This design comes from an exercise in tuning for small area, a short achievable clock period and few clock cycles on the open sky130 flow, not from production work.
Where RTL was checked, it was by simulation tests only, not by an equivalence proof against the original.
Power and IR drop assume default switching activity.

==> run P: inputs <==
Design sorted_insert_task_priority_queue, start of the top module:
module sorted_insert_task_priority_queue #(
   parameter int TABLE_DEPTH = 16
) (
   input  logic        clock,
   input  logic        reset,
   input  logic        req_tvalid,
   output logic        req_tready,
   input  logic [47:0] req_tdata,
   output logic        rsp_tvalid,
   input  logic        rsp_tready,
   output logic [71:0] rsp_tdata,
   output logic        rsp_tlast,
   input  logic        csr_wen,
   input  logic        csr_wdata
);
clock: 9.0 ns
lec_check: 0
abc_clock_period_in_ps: 3000
cap_margin: 20
core_margin: 2
core_utilization: 60
setup_slack_margin: 5
slew_margin: 20
run.sh (not shown) runs the stock make flow with config.mk's settings and CLKGATE_MAP_FILE= SYNTH_SCRIPT=/design/flow/synth_recipe.tcl, a recipe that flattens the netlist after the stock synthesis.
==> run H: changes against run P <==
- CORE_UTILIZATION: 60 -> 40
==> run M: changes against run P <==
--- a/flow/design.v
+++ b/flow/design.v
@@ -318,20 +318,15 @@
          ah_log[i] = (5'(i) < count_ff) && u_ah[perm[i]];
       pre[0] = 1'b1;
       for (int i = 1; i < 16; i++) pre[i] = pre[i-1] && ah_log[i-1];
    end
    logic [EW-1:0] u_entry;
    assign u_entry = {u_h, u_w, u_d, u_score, u_id};
    logic [EW-1:0] s_entry;
-   logic [15:0]   s_sel;
-   always_comb begin
-      s_sel   = 16'd1 << perm[s_ptr];
-      s_entry = '0;
-      for (int j = 0; j < 16; j++) s_entry = s_entry | (tbl[j] & {EW{s_sel[j]}});
-   end
+   assign s_entry = tbl[perm[s_ptr]];
    always_ff @(posedge clock) begin
       if (reset) begin
          order_ff <= 1'b0;
          count_ff <= 5'd0;
          a_valid  <= 1'b0;
          u_valid  <= 1'b0;
          u_sent   <= 1'b0;
- CORE_UTILIZATION: 60 -> 40
==> run B: changes against run P <==
--- a/flow/design.v
+++ b/flow/design.v
@@ -192,16 +192,15 @@
    logic                 order_ff;
    logic [4:0]           count_ff;
    logic [15:0][3:0]     perm;
    logic [15:0][EW-1:0]  tbl;
    logic        a_valid;
    logic [1:0]  a_mode;
    logic [7:0]  a_id;
-   logic [9:0]  a_d, a_w;
-   logic [11:0] a_h;
+   logic [9:0]  a_w;
    logic [10:0] a_a;
    logic [12:0] a_b;
    logic [3:0]  a_lw;
    logic [4:0]  a_lab;
    logic        u_valid;
    logic        u_sent;    
    logic [22:0] u_score;
@@ -230,15 +229,15 @@
       .in_valid  (div_in_valid),
       .in_ready  (div_in_ready),
       .in_a      (a_a),
       .in_b      (a_b),
       .in_w      (a_w),
       .in_lw     (a_lw),
       .in_lab    (a_lab),
-      .in_tag    ({a_h, a_w, a_d, a_id}),
+      .in_tag    ({12'(a_b - 13'd10), a_w, 10'(a_a - 11'd1), a_id}),
       .out_valid (div_out_valid),
       .out_free  (!u_valid || u_sent || u_go),
       .out_q     (div_q),
       .out_tag   (div_tag),
       .out_q_hi  (div_q_hi),
       .out_q_lo  (div_q_lo),
       .out_q_lt  (div_q_lt),
@@ -283,14 +282,17 @@
    logic [1:0] a_mode_n;
    logic [3:0] q_cnt_n;
    assign req_tready = ready_ff;
    assign accept     = req_tvalid && req_tready;
    assign a_valid_n  = accept || (a_valid && !a_go);
    assign a_mode_n   = accept ? req_tdata[1:0] : a_mode;
    assign q_cnt_n    = q_cnt + 4'(q_push) - 4'(q_pop);
+   logic q_full_n;
+   assign q_full_n   = (q_cnt == 4'(QD) && !(q_pop && !q_push)) ||
+                       (q_cnt == 4'(QD - 1) && q_push && !q_pop);
    logic [15:0] ah_phys, ah_log, pre;
    logic        full;
    assign full = count_ff[4];
    function automatic logic lo_gt(input logic [1:0] e, input logic [3:1] q_lt);
       unique case (e)
          2'd0:    lo_gt = 1'b0;
          2'd1:    lo_gt = q_lt[1];
@@ -344,28 +346,26 @@
          if (accept)    a_valid <= 1'b1;
          else if (a_go) a_valid <= 1'b0;
          if (div_out_valid)       u_valid <= 1'b1;
          else if (u_go || u_sent) u_valid <= 1'b0;
          u_sent <= dir_go;
          q_cnt <= q_cnt_n;
          ready_ff <= !a_valid_n || (a_mode_n == stpq_pkg::MODE_NOP) ||
-                     (q_cnt_n != 4'(QD) &&
+                     (!q_full_n &&
                       (a_mode_n != stpq_pkg::MODE_INSERT || !div_m_next));
          if (s_go) s_ptr <= s_last ? 4'd0 : s_ptr + 4'd1;
          if (u_go || dir_go || s_go || clr_go) o_valid <= 1'b1;
          else if (rsp_tready)        o_valid <= 1'b0;
          if (clr_go)             count_ff <= 5'd0;
          else if (upd)           count_ff <= count_ff + 5'd1;
       end
       if (accept) begin
          a_mode <= req_tdata[1:0];
          a_id   <= req_tdata[9:2];
-         a_d    <= req_tdata[19:10];
          a_w    <= req_tdata[29:20];
-         a_h    <= req_tdata[41:30];
          a_a    <= 11'(req_tdata[19:10]) + 11'd1;
          a_b    <= 13'(req_tdata[41:30]) + 13'd10;
          a_lw   <= blen(13'(req_tdata[29:20]));
          a_lab  <= 5'(blen(13'(req_tdata[19:10]) + 13'd1)) +
                    5'(blen(13'(req_tdata[41:30]) + 13'd10));
       end
       if (div_out_valid) begin
- CORE_UTILIZATION: 60 -> 40
==> qor summary <==
Drt initial violations: run H 7877; run B 8531; run P 9017; run M 6070
Length of routed met2 wiring: run H 140 mm; run B 142 mm; run P 131 mm; run M 125 mm
Area of the multi-input gates: run H 40100 um^2; run B 39800 um^2; run P 40100 um^2; run M 41600 um^2
Worst Clk Skew: run H 0.0601 ns; run B 0.0769 ns; run P 0.0963 ns; run M 0.0319 ns
DP Cell Count: run H 9868; run B 10000; run P 8874; run M 9825
Area after DPL: run H 96600 um^2; run B 95800 um^2; run P 95300 um^2; run M 98700 um^2
Met3 global-route usage: run H 0.0496; run B 0.0465; run P 0.0877; run M 0.0359
Non-Clock Buffer Count: run H 445; run B 451; run P 415; run M 321
Switching Power: run H 6.99 mW; run B 5.80 mW; run P 6.74 mW; run M 6.72 mW
Relative max-transition margin: run H 0.166; run B 0.158; run P 0.0869; run M 0.228
Area Growth Syn to Fin: run H 16.3%; run B 16.0%; run P 14.3%; run M 13.9%
Mean Syn Cell Area: run H 13.2 um^2; run B 12.9 um^2; run P 13.2 um^2; run M 13.7 um^2
Fraction of area in multi-input gates: run H 0.377; run B 0.377; run P 0.384; run M 0.390
Result of the run: run H timing/DRC/antenna clean; run B timing/DRC/antenna clean; run P timing/DRC/antenna clean; run M timing/DRC/antenna clean
Clk network pwr share: run H 0.336; run B 0.369; run P 0.325; run M 0.329
Minimum setup slack among reg-to-reg paths: run H 4.90 ns; run B 4.83 ns; run P 4.90 ns; run M 4.98 ns
Category of the critical setup timing path: run H input port to flop; run B flop to flop; run P input port to flop; run M flop to flop
Antenna violations before repair: run H 4; run B 7; run P 9; run M 15
Minimum setup slack after placement: run H 3.31 ns; run B 3.31 ns; run P 2.64 ns; run M 3.04 ns
Tightest Pin Transition: run H 1.25 ns; run B 1.26 ns; run P 1.37 ns; run M 1.16 ns
Vias in the first global route: run H 63100; run B 63600; run P 62200; run M 60500
F_max: run H 239 MHz; run B 240 MHz; run P 242 MHz; run M 249 MHz
Register area: run H 50500 um^2; run B 49900 um^2; run P 50500 um^2; run M 50500 um^2
Power Combinational: run H 5.63 mW; run B 3.84 mW; run P 5.60 mW; run M 5.42 mW
Testbench counts of run M, summed over its fixed seeds: cycles 7,467.
Testbench counts of run B, summed over its fixed seeds: cycles 7,467.
For run P and run H, only the layout was checked, not whether the RTL still works.


==> inputs of wip/umber <==
==> flow/design.v <==
`timescale 1ns / 1ps
package stpq_pkg;
   localparam int ID_W     = 8;
   localparam int DAYS_W   = 10;
   localparam int WEIGHT_W = 10;
   localparam int HOURS_W  = 12;
   localparam int SCORE_W  = 23;
   localparam int ENTRY_W  = ID_W + SCORE_W + DAYS_W + WEIGHT_W + HOURS_W;
   localparam logic [1:0] MODE_INSERT = 2'd0;
   localparam logic [1:0] MODE_READ   = 2'd1;
   localparam logic [1:0] MODE_CLEAR  = 2'd2;
   localparam logic [1:0] MODE_NOP    = 2'd3;
   localparam logic [1:0] ST_OK      = 2'd0;
   localparam logic [1:0] ST_FULL    = 2'd1;
   localparam logic [1:0] ST_EMPTY   = 2'd2;
   localparam logic [1:0] ST_CLEARED = 2'd3;
endpackage
`timescale 1ns / 1ps
module stpq_divider (
   input  logic        clock,
   input  logic        reset,
   input  logic        in_valid,
   output logic        in_ready,
   input  logic [10:0] in_a,
   input  logic [12:0] in_b,
   input  logic [9:0]  in_w,
   input  logic [39:0] in_tag,
   output logic        out_valid,    
   input  logic        out_free,     
   output logic [22:0] out_q,
   output logic [39:0] out_tag
);
   logic        m_valid;
   logic [23:0] m_s, m_c;
   logic [9:0]  m_w;
   logic [3:0]  m_n;
   logic [39:0] m_tag;
   logic        v_valid;
   logic [48:0] v_x;         
   logic [22:0] v_d;
   logic [23:0] v_d3;
   logic [3:0]  v_cnt;
   logic [39:0] v_tag;
   function automatic logic [3:0] blen(input logic [12:0] x);
      blen = 4'd0;
      for (int i = 0; i < 13; i++) if (x[i]) blen = 4'(i + 1);
   endfunction
   logic [23:0] pp [11];
   logic [23:0] l1 [8];
   logic [23:0] l2 [6];
   logic [23:0] l3 [4];
   logic [23:0] l4 [3];
   logic [23:0] p_s, p_c;
   always_comb begin
      for (int i = 0; i < 11; i++) pp[i] = in_a[i] ? (24'(in_b) << i) : 24'd0;
      for (int k = 0; k < 3; k++) begin
         l1[2*k]   = pp[3*k] ^ pp[3*k+1] ^ pp[3*k+2];
         l1[2*k+1] = ((pp[3*k] & pp[3*k+1]) | (pp[3*k] & pp[3*k+2]) | (pp[3*k+1] & pp[3*k+2])) << 1;
      end
      l1[6] = pp[9];
      l1[7] = pp[10];
      for (int k = 0; k < 2; k++) begin
         l2[2*k]   = l1[3*k] ^ l1[3*k+1] ^ l1[3*k+2];
         l2[2*k+1] = ((l1[3*k] & l1[3*k+1]) | (l1[3*k] & l1[3*k+2]) | (l1[3*k+1] & l1[3*k+2])) << 1;
      end
      l2[4] = l1[6];
      l2[5] = l1[7];
      for (int k = 0; k < 2; k++) begin
         l3[2*k]   = l2[3*k] ^ l2[3*k+1] ^ l2[3*k+2];
         l3[2*k+1] = ((l2[3*k] & l2[3*k+1]) | (l2[3*k] & l2[3*k+2]) | (l2[3*k+1] & l2[3*k+2])) << 1;
      end
      l4[0] = l3[0] ^ l3[1] ^ l3[2];
      l4[1] = ((l3[0] & l3[1]) | (l3[0] & l3[2]) | (l3[1] & l3[2])) << 1;
      l4[2] = l3[3];
      p_s   = l4[0] ^ l4[1] ^ l4[2];
      p_c   = ((l4[0] & l4[1]) | (l4[0] & l4[2]) | (l4[1] & l4[2])) << 1;
   end
   logic signed [6:0] sp;
   logic [3:0]        n_steps;
   always_comb begin
      sp = 7'(blen(13'(in_w))) + 7'sd17 - 7'(blen(13'(in_a))) - 7'(blen(in_b));
      if (sp < 7'sd1) n_steps = 4'd1;
      else            n_steps = 4'((sp + 7'sd2) >>> 1);
   end
   logic [23:0] s1, c1, s2, c2;
   logic [23:0] ld_d, ld_d3;
   logic [48:0] ld_x;
   always_comb begin
      ld_d  = m_s + m_c;
      s1    = m_s ^ m_c ^ (m_s << 1);
      c1    = ((m_s & m_c) | (m_s & (m_s << 1)) | (m_c & (m_s << 1))) << 1;
      s2    = s1 ^ c1 ^ (m_c << 1);
      c2    = ((s1 & c1) | (s1 & (m_c << 1)) | (c1 & (m_c << 1))) << 1;
      ld_d3 = s2 + c2;
      ld_x  = 49'(m_w) << (6'd42 - {1'b0, m_n, 1'b0});
   end
   logic [24:0] t;
   logic [25:0] d1, d2, d3;
   logic [1:0]  qd;
   logic [22:0] rn;
   always_comb begin
      t  = v_x[48:24];
      d1 = {1'b0, t} - {3'b0, v_d};
      d2 = {1'b0, t} - {2'b0, v_d, 1'b0};
      d3 = {1'b0, t} - {2'b0, v_d3};
      if (!d3[25])      begin qd = 2'd3; rn = d3[22:0]; end
      else if (!d2[25]) begin qd = 2'd2; rn = d2[22:0]; end
      else if (!d1[25]) begin qd = 2'd1; rn = d1[22:0]; end
      else              begin qd = 2'd0; rn = t[22:0];  end
   end
   logic v_last, m_go;
   assign v_last    = v_valid && (v_cnt == 4'd1);
   assign out_valid = v_last && out_free;
   assign out_q     = {v_x[20:0], qd};
   assign out_tag   = v_tag;
   assign m_go      = m_valid && (!v_valid || out_valid);
   assign in_ready  = !m_valid || m_go;
   always_ff @(posedge clock) begin
      if (reset) begin
         m_valid <= 1'b0;
         v_valid <= 1'b0;
      end else begin
         if (in_valid && in_ready) m_valid <= 1'b1;
         else if (m_go)            m_valid <= 1'b0;
         if (m_go)           v_valid <= 1'b1;
         else if (out_valid) v_valid <= 1'b0;
      end
      if (in_valid && in_ready) begin
         m_s   <= p_s;
         m_c   <= p_c;
         m_w   <= in_w;
         m_n   <= n_steps;
         m_tag <= in_tag;
      end
      if (m_go) begin
         v_x   <= ld_x;
         v_d   <= ld_d[22:0];
         v_d3  <= ld_d3;
         v_cnt <= m_n;
         v_tag <= m_tag;
      end else if (v_valid && !v_last) begin
         v_x   <= {rn, v_x[23:0], qd};
         v_cnt <= v_cnt - 4'd1;
      end
   end
endmodule
`timescale 1ns / 1ps
module sorted_insert_task_priority_queue #(
   parameter int TABLE_DEPTH = 16
) (
   input  logic        clock,
   input  logic        reset,
   input  logic        req_tvalid,
   output logic        req_tready,
   input  logic [47:0] req_tdata,
   output logic        rsp_tvalid,
   input  logic        rsp_tready,
   output logic [71:0] rsp_tdata,
   output logic        rsp_tlast,
   input  logic        csr_wen,
   input  logic        csr_wdata
);
   localparam int EW = stpq_pkg::ENTRY_W;    
   logic                 order_ff;
   logic [4:0]           count_ff;
   logic [15:0][3:0]     perm;
   logic [15:0][EW-1:0]  tbl;
   logic        a_valid;
   logic [1:0]  a_mode;
   logic [7:0]  a_id;
   logic [9:0]  a_d, a_w;
   logic [11:0] a_h;
   logic [10:0] a_a;
   logic [12:0] a_b;
   logic        u_valid;
   logic [22:0] u_score;
   logic [7:0]  u_id;
   logic [9:0]  u_d, u_w;
   logic [11:0] u_h;
   logic [3:0]  s_ptr;
   logic        o_valid;
   logic [64:0] o_data;
   logic        o_last;
   logic        div_in_valid, div_in_ready, div_out_valid;
   logic [22:0] div_q;
   logic [39:0] div_tag;
   stpq_divider u_div (
      .clock     (clock),
      .reset     (reset),
      .in_valid  (div_in_valid),
      .in_ready  (div_in_ready),
      .in_a      (a_a),
      .in_b      (a_b),
      .in_w      (a_w),
      .in_tag    ({a_h, a_w, a_d, a_id}),
      .out_valid (div_out_valid),
      .out_free  (!u_valid),
      .out_q     (div_q),
      .out_tag   (div_tag)
   );
   localparam int QD = 6;
   localparam logic [1:0] Q_INS = 2'd0, Q_RD = 2'd1, Q_CLR = 2'd2;
   logic [QD-1:0][1:0] q_kind;
   logic [3:0]         q_cnt;
   logic               q_push, q_pop;
   logic [1:0]         q_push_kind;
   logic o_free, h_ins, h_rd, h_clr, u_go, s_go, s_last, clr_go, a_go, a_go_safe;
   logic accept;
   assign o_free = !o_valid || rsp_tready;
   assign h_ins  = (q_cnt != 4'd0) && (q_kind[0] == Q_INS);
   assign h_rd   = (q_cnt != 4'd0) && (q_kind[0] == Q_RD);
   assign h_clr  = (q_cnt != 4'd0) && (q_kind[0] == Q_CLR);
   assign u_go   = h_ins && u_valid && o_free;
   assign s_go   = h_rd && o_free;
   assign s_last = (count_ff == 5'd0) || ({1'b0, s_ptr} == count_ff - 5'd1);
   assign clr_go = h_clr && o_free;
   assign q_pop  = u_go || (s_go && s_last) || clr_go;
   logic q_space;
   assign q_space = q_cnt != 4'(QD);
   assign div_in_valid = a_valid && (a_mode == stpq_pkg::MODE_INSERT) && q_space;
   always_comb begin
      unique case (a_mode)
         stpq_pkg::MODE_INSERT: a_go = div_in_ready && q_space;
         stpq_pkg::MODE_READ,
         stpq_pkg::MODE_CLEAR:  a_go = q_space;
         default:               a_go = 1'b1;
      endcase
   end
   assign a_go_safe   = a_go;       
   assign q_push      = a_valid && a_go && (a_mode != stpq_pkg::MODE_NOP);
   assign q_push_kind = a_mode;     
   assign req_tready = !a_valid || a_go_safe;
   assign accept     = req_tvalid && req_tready;
   logic [15:0] ah_phys, ah_log, pre;
   logic        full;
   assign full = count_ff[4];
   always_comb begin
      for (int j = 0; j < 16; j++)
         ah_phys[j] = order_ff ? (tbl[j][40:31] < u_d) : (tbl[j][30:8] > u_score);
      for (int i = 0; i < 16; i++)
         ah_log[i] = (5'(i) < count_ff) && ah_phys[perm[i]];
      pre[0] = 1'b1;
      for (int i = 1; i < 16; i++) pre[i] = pre[i-1] && ah_log[i-1];
   end
   logic [EW-1:0] u_entry;
   assign u_entry = {u_h, u_w, u_d, u_score, u_id};
   logic [EW-1:0] s_entry;
   assign s_entry = tbl[perm[s_ptr]];
   always_ff @(posedge clock) begin
      if (reset) begin
         order_ff <= 1'b0;
         count_ff <= 5'd0;
         a_valid  <= 1'b0;
         u_valid  <= 1'b0;
         o_valid  <= 1'b0;
         q_cnt    <= 4'd0;
         s_ptr    <= 4'd0;
      end else begin
         if (csr_wen) order_ff <= csr_wdata;
         if (accept)    a_valid <= 1'b1;
         else if (a_go) a_valid <= 1'b0;
         if (div_out_valid) u_valid <= 1'b1;
         else if (u_go)     u_valid <= 1'b0;
         q_cnt <= q_cnt + 4'(q_push) - 4'(q_pop);
         if (s_go) s_ptr <= s_last ? 4'd0 : s_ptr + 4'd1;
         if (u_go || s_go || clr_go) o_valid <= 1'b1;
         else if (rsp_tready)        o_valid <= 1'b0;
         if (clr_go)             count_ff <= 5'd0;
         else if (u_go && !full) count_ff <= count_ff + 5'd1;
      end
      if (accept) begin
         a_mode <= req_tdata[1:0];
         a_id   <= req_tdata[9:2];
         a_d    <= req_tdata[19:10];
         a_w    <= req_tdata[29:20];
         a_h    <= req_tdata[41:30];
         a_a    <= 11'(req_tdata[19:10]) + 11'd1;
         a_b    <= 13'(req_tdata[41:30]) + 13'd10;
      end
      if (div_out_valid) begin
         u_score <= div_q;
         {u_h, u_w, u_d, u_id} <= div_tag;
      end
      for (int j = 0; j < 16; j++)
         if (u_valid && !full && count_ff[3:0] == 4'(j)) tbl[j] <= u_entry;
      if (u_go && !full) begin
         for (int i = 0; i < 16; i++) begin
            if (pre[i] && !ah_log[i]) perm[i] <= count_ff[3:0];
            else if (!pre[i])         perm[i] <= (i == 0) ? perm[0] : perm[i-1];
         end
      end
      for (int k = 0; k < QD; k++) begin
         if (q_pop) begin
            if (q_push && 4'(k) == q_cnt - 4'd1) q_kind[k] <= q_push_kind;
            else if (k < QD - 1)                q_kind[k] <= q_kind[k+1];
         end else if (q_push && 4'(k) == q_cnt) begin
            q_kind[k] <= q_push_kind;
         end
      end
      if (s_go) begin
         if (count_ff == 5'd0) o_data <= {63'd0, stpq_pkg::ST_EMPTY};
         else                  o_data <= {s_entry, stpq_pkg::ST_OK};
         o_last <= s_last;
      end else if (u_go) begin
         o_data <= {u_entry, full ? stpq_pkg::ST_FULL : stpq_pkg::ST_OK};
         o_last <= 1'b1;
      end else if (clr_go) begin
         o_data <= {63'd0, stpq_pkg::ST_CLEARED};
         o_last <= 1'b1;
      end
   end
   assign rsp_tvalid = o_valid;
   assign rsp_tdata  = {7'd0, o_data};
   assign rsp_tlast  = o_last;
endmodule
==> flow/run.sh <==
#!/bin/bash
# synth_recipe.tcl (not shown) runs the flow's synth.tcl, then flattens the netlist and writes it again
# the make line also repeats each setting of config.mk as NAME=value (left out here)
make -C /OpenROAD-flow-scripts/flow DESIGN_CONFIG=/design/flow/config.mk WORK_HOME=/design/flow/orfs CLKGATE_MAP_FILE= SYNTH_SCRIPT=/design/flow/synth_recipe.tcl finish
==> flow/config.mk <==
export PLATFORM = sky130hd
export DESIGN_NAME = sorted_insert_task_priority_queue
export DESIGN_NICKNAME = sorted_insert_task_priority_queue
export VERILOG_FILES = /design/flow/design.v
export SDC_FILE = /design/flow/constraint.sdc
export NUM_CORES = 4
export LEC_CHECK = 0
export ABC_CLOCK_PERIOD_IN_PS = 3000
export CAP_MARGIN = 20
export CORE_MARGIN = 2
export CORE_UTILIZATION = 40
export SETUP_SLACK_MARGIN = 5
export SLEW_MARGIN = 20
==> flow/constraint.sdc <==
create_clock -name core_clock -period 9.0 [get_ports {clock}]
set_input_delay 1.8000 -clock core_clock [delete_from_list [all_inputs] [get_ports {clock}]]
set_output_delay 1.8000 -clock core_clock [all_outputs]
set_load 0.01 [all_outputs]
==> wip/pepper (differences from wip/umber) <==
--- a/flow/design.v
+++ b/flow/design.v
@@ -28,7 +28,8 @@
    output logic        out_valid,    
    input  logic        out_free,     
    output logic [22:0] out_q,
-   output logic [39:0] out_tag
+   output logic [39:0] out_tag,
+   output logic        busy          
 );
    logic        m_valid;
    logic [23:0] m_s, m_c;
@@ -115,6 +116,7 @@
    assign out_tag   = v_tag;
    assign m_go      = m_valid && (!v_valid || out_valid);
    assign in_ready  = !m_valid || m_go;
+   assign busy      = m_valid || v_valid;
    always_ff @(posedge clock) begin
       if (reset) begin
          m_valid <= 1'b0;
@@ -177,6 +179,7 @@
    logic [7:0]  u_id;
    logic [9:0]  u_d, u_w;
    logic [11:0] u_h;
+   logic        s_active;
    logic [3:0]  s_ptr;
    logic        o_valid;
    logic [64:0] o_data;
@@ -184,6 +187,7 @@
    logic        div_in_valid, div_in_ready, div_out_valid;
    logic [22:0] div_q;
    logic [39:0] div_tag;
+   logic        div_busy;    
    stpq_divider u_div (
       .clock     (clock),
       .reset     (reset),
@@ -196,39 +200,44 @@
       .out_valid (div_out_valid),
       .out_free  (!u_valid),
       .out_q     (div_q),
-      .out_tag   (div_tag)
+      .out_tag   (div_tag),
+      .busy      (div_busy)
    );
-   localparam int QD = 6;
-   localparam logic [1:0] Q_INS = 2'd0, Q_RD = 2'd1, Q_CLR = 2'd2;
-   logic [QD-1:0][1:0] q_kind;
-   logic [3:0]         q_cnt;
-   logic               q_push, q_pop;
-   logic [1:0]         q_push_kind;
-   logic o_free, h_ins, h_rd, h_clr, u_go, s_go, s_last, clr_go, a_go, a_go_safe;
+   logic o_free, u_go, s_go, s_last, clr_go, a_go, a_go_safe;
+   logic a_ins, a_rd, a_clr, a_nop;
    logic accept;
-   assign o_free = !o_valid || rsp_tready;
-   assign h_ins  = (q_cnt != 4'd0) && (q_kind[0] == Q_INS);
-   assign h_rd   = (q_cnt != 4'd0) && (q_kind[0] == Q_RD);
-   assign h_clr  = (q_cnt != 4'd0) && (q_kind[0] == Q_CLR);
-   assign u_go   = h_ins && u_valid && o_free;
-   assign s_go   = h_rd && o_free;
-   assign s_last = (count_ff == 5'd0) || ({1'b0, s_ptr} == count_ff - 5'd1);
-   assign clr_go = h_clr && o_free;
-   assign q_pop  = u_go || (s_go && s_last) || clr_go;
-   logic q_space;
-   assign q_space = q_cnt != 4'(QD);
-   assign div_in_valid = a_valid && (a_mode == stpq_pkg::MODE_INSERT) && q_space;
+   assign a_ins = a_mode == stpq_pkg::MODE_INSERT;
+   assign a_rd  = a_mode == stpq_pkg::MODE_READ;
+   assign a_clr = a_mode == stpq_pkg::MODE_CLEAR;
+   assign a_nop = a_mode == stpq_pkg::MODE_NOP;
+   assign o_free  = !o_valid || rsp_tready;
+   assign u_go    = u_valid && !s_active && o_free;
+   assign s_go    = s_active && o_free;
+   assign s_last  = (count_ff == 5'd0) || ({1'b0, s_ptr} == count_ff - 5'd1);
+   assign clr_go  = a_valid && a_clr && !div_busy && !u_valid && !s_active && o_free;
+   assign div_in_valid = a_valid && a_ins;
    always_comb begin
+      a_go      = 1'b0;
+      a_go_safe = 1'b0;
       unique case (a_mode)
-         stpq_pkg::MODE_INSERT: a_go = div_in_ready && q_space;
-         stpq_pkg::MODE_READ,
-         stpq_pkg::MODE_CLEAR:  a_go = q_space;
-         default:               a_go = 1'b1;
+         stpq_pkg::MODE_INSERT: begin
+            a_go      = div_in_ready;
+            a_go_safe = div_in_ready;
+         end
+         stpq_pkg::MODE_READ: begin
+            a_go      = !div_busy && (!u_valid || u_go) && (!s_active || (s_go && s_last));
+            a_go_safe = !div_busy && !u_valid && !s_active;
+         end
+         stpq_pkg::MODE_CLEAR: begin
+            a_go      = clr_go;
+            a_go_safe = !div_busy && !u_valid && !s_active && !o_valid;
+         end
+         default: begin
+            a_go      = 1'b1;
+            a_go_safe = 1'b1;
+         end
       endcase
    end
-   assign a_go_safe   = a_go;       
-   assign q_push      = a_valid && a_go && (a_mode != stpq_pkg::MODE_NOP);
-   assign q_push_kind = a_mode;     
    assign req_tready = !a_valid || a_go_safe;
    assign accept     = req_tvalid && req_tready;
    logic [15:0] ah_phys, ah_log, pre;
@@ -252,17 +261,16 @@
          count_ff <= 5'd0;
          a_valid  <= 1'b0;
          u_valid  <= 1'b0;
+         s_active <= 1'b0;
          o_valid  <= 1'b0;
-         q_cnt    <= 4'd0;
-         s_ptr    <= 4'd0;
       end else begin
          if (csr_wen) order_ff <= csr_wdata;
          if (accept)    a_valid <= 1'b1;
          else if (a_go) a_valid <= 1'b0;
          if (div_out_valid) u_valid <= 1'b1;
          else if (u_go)     u_valid <= 1'b0;
-         q_cnt <= q_cnt + 4'(q_push) - 4'(q_pop);
-         if (s_go) s_ptr <= s_last ? 4'd0 : s_ptr + 4'd1;
+         if (a_valid && a_rd && a_go) s_active <= 1'b1;
+         else if (s_go && s_last)     s_active <= 1'b0;
          if (u_go || s_go || clr_go) o_valid <= 1'b1;
          else if (rsp_tready)        o_valid <= 1'b0;
          if (clr_go)             count_ff <= 5'd0;
@@ -289,14 +297,8 @@
             else if (!pre[i])         perm[i] <= (i == 0) ? perm[0] : perm[i-1];
          end
       end
-      for (int k = 0; k < QD; k++) begin
-         if (q_pop) begin
-            if (q_push && 4'(k) == q_cnt - 4'd1) q_kind[k] <= q_push_kind;
-            else if (k < QD - 1)                q_kind[k] <= q_kind[k+1];
-         end else if (q_push && 4'(k) == q_cnt) begin
-            q_kind[k] <= q_push_kind;
-         end
-      end
+      if (a_valid && a_rd && a_go) s_ptr <= 4'd0;
+      else if (s_go)               s_ptr <= s_ptr + 4'd1;
       if (s_go) begin
          if (count_ff == 5'd0) o_data <= {63'd0, stpq_pkg::ST_EMPTY};
          else                  o_data <= {s_entry, stpq_pkg::ST_OK};
ABC_CLOCK_PERIOD_IN_PS = default   (was 3000)
SETUP_SLACK_MARGIN = default   (was 5)
==> notes <==
Of wip/umber and wip/pepper, wip/umber has the higher fmax (gap about 36%, measured against wip/pepper).
In wip/umber the flip-flop and latch count is higher than in wip/pepper, by 15.
In wip/umber the critical path depth is higher than in wip/pepper, by 2.
Against wip/umber, the clock skew of wip/pepper is lower by 0.0046 ns.
Function was not checked in any run of this note: the RTL went through the layout flow alone.

-- what the ideal ports hide --
Ports are ideal in the flow. The routed layouts listed here were re-timed in OpenROAD.
Step 1 (the two cells are an assumption about what drives the block):
set clk [get_ports {clock}]
set_driving_cell -lib_cell sky130_fd_sc_hd__clkbuf_16 $clk
set_driving_cell -lib_cell sky130_fd_sc_hd__buf_2 [delete_from_list [all_inputs] $clk]
Step 2 also shifts input and output timing later by t, the mid clock arrival at the registers, as if the neighbouring blocks saw the same clock.
Slacks: ideal ports / drivers / drivers and shift; pairs: ideal ports / drivers.
run | shift t [ns] | slack for setup (ns) | hold slack, ns | worst data-port slew with drivers (ns) | pins driven straight from the clock port
run P | 0.930 | 4.871 / 4.905 / 4.001 | 0.398 / 0.398 / 0.398 | 0.06 | 1
run H | 0.934 | 4.810 / 4.859 / 3.925 | 0.388 / 0.388 / 0.388 | 0.06 | 1
run M | 0.915 | 4.982 / 4.982 / 4.239 | 0.415 / 0.415 / 0.415 | 0.06 | 1
run B | 0.940 | 4.832 / 4.832 / 4.215 | 0.403 / 0.403 / 0.403 | 0.04 | 1
wip/umber | 0.902 | 3.888 / 3.888 / 3.888 | 0.414 / 0.414 / 0.414 | 0.06 | 1
wip/pepper | 0.895 | 2.027 / 2.027 / 2.027 | 0.414 / 0.414 / 0.414 | 0.08 | 1
After both steps setup and hold are still met in every run listed. The setup slack of run H, which loses most, moves by +0.049 ns with the drivers and by -0.885 ns with both steps.
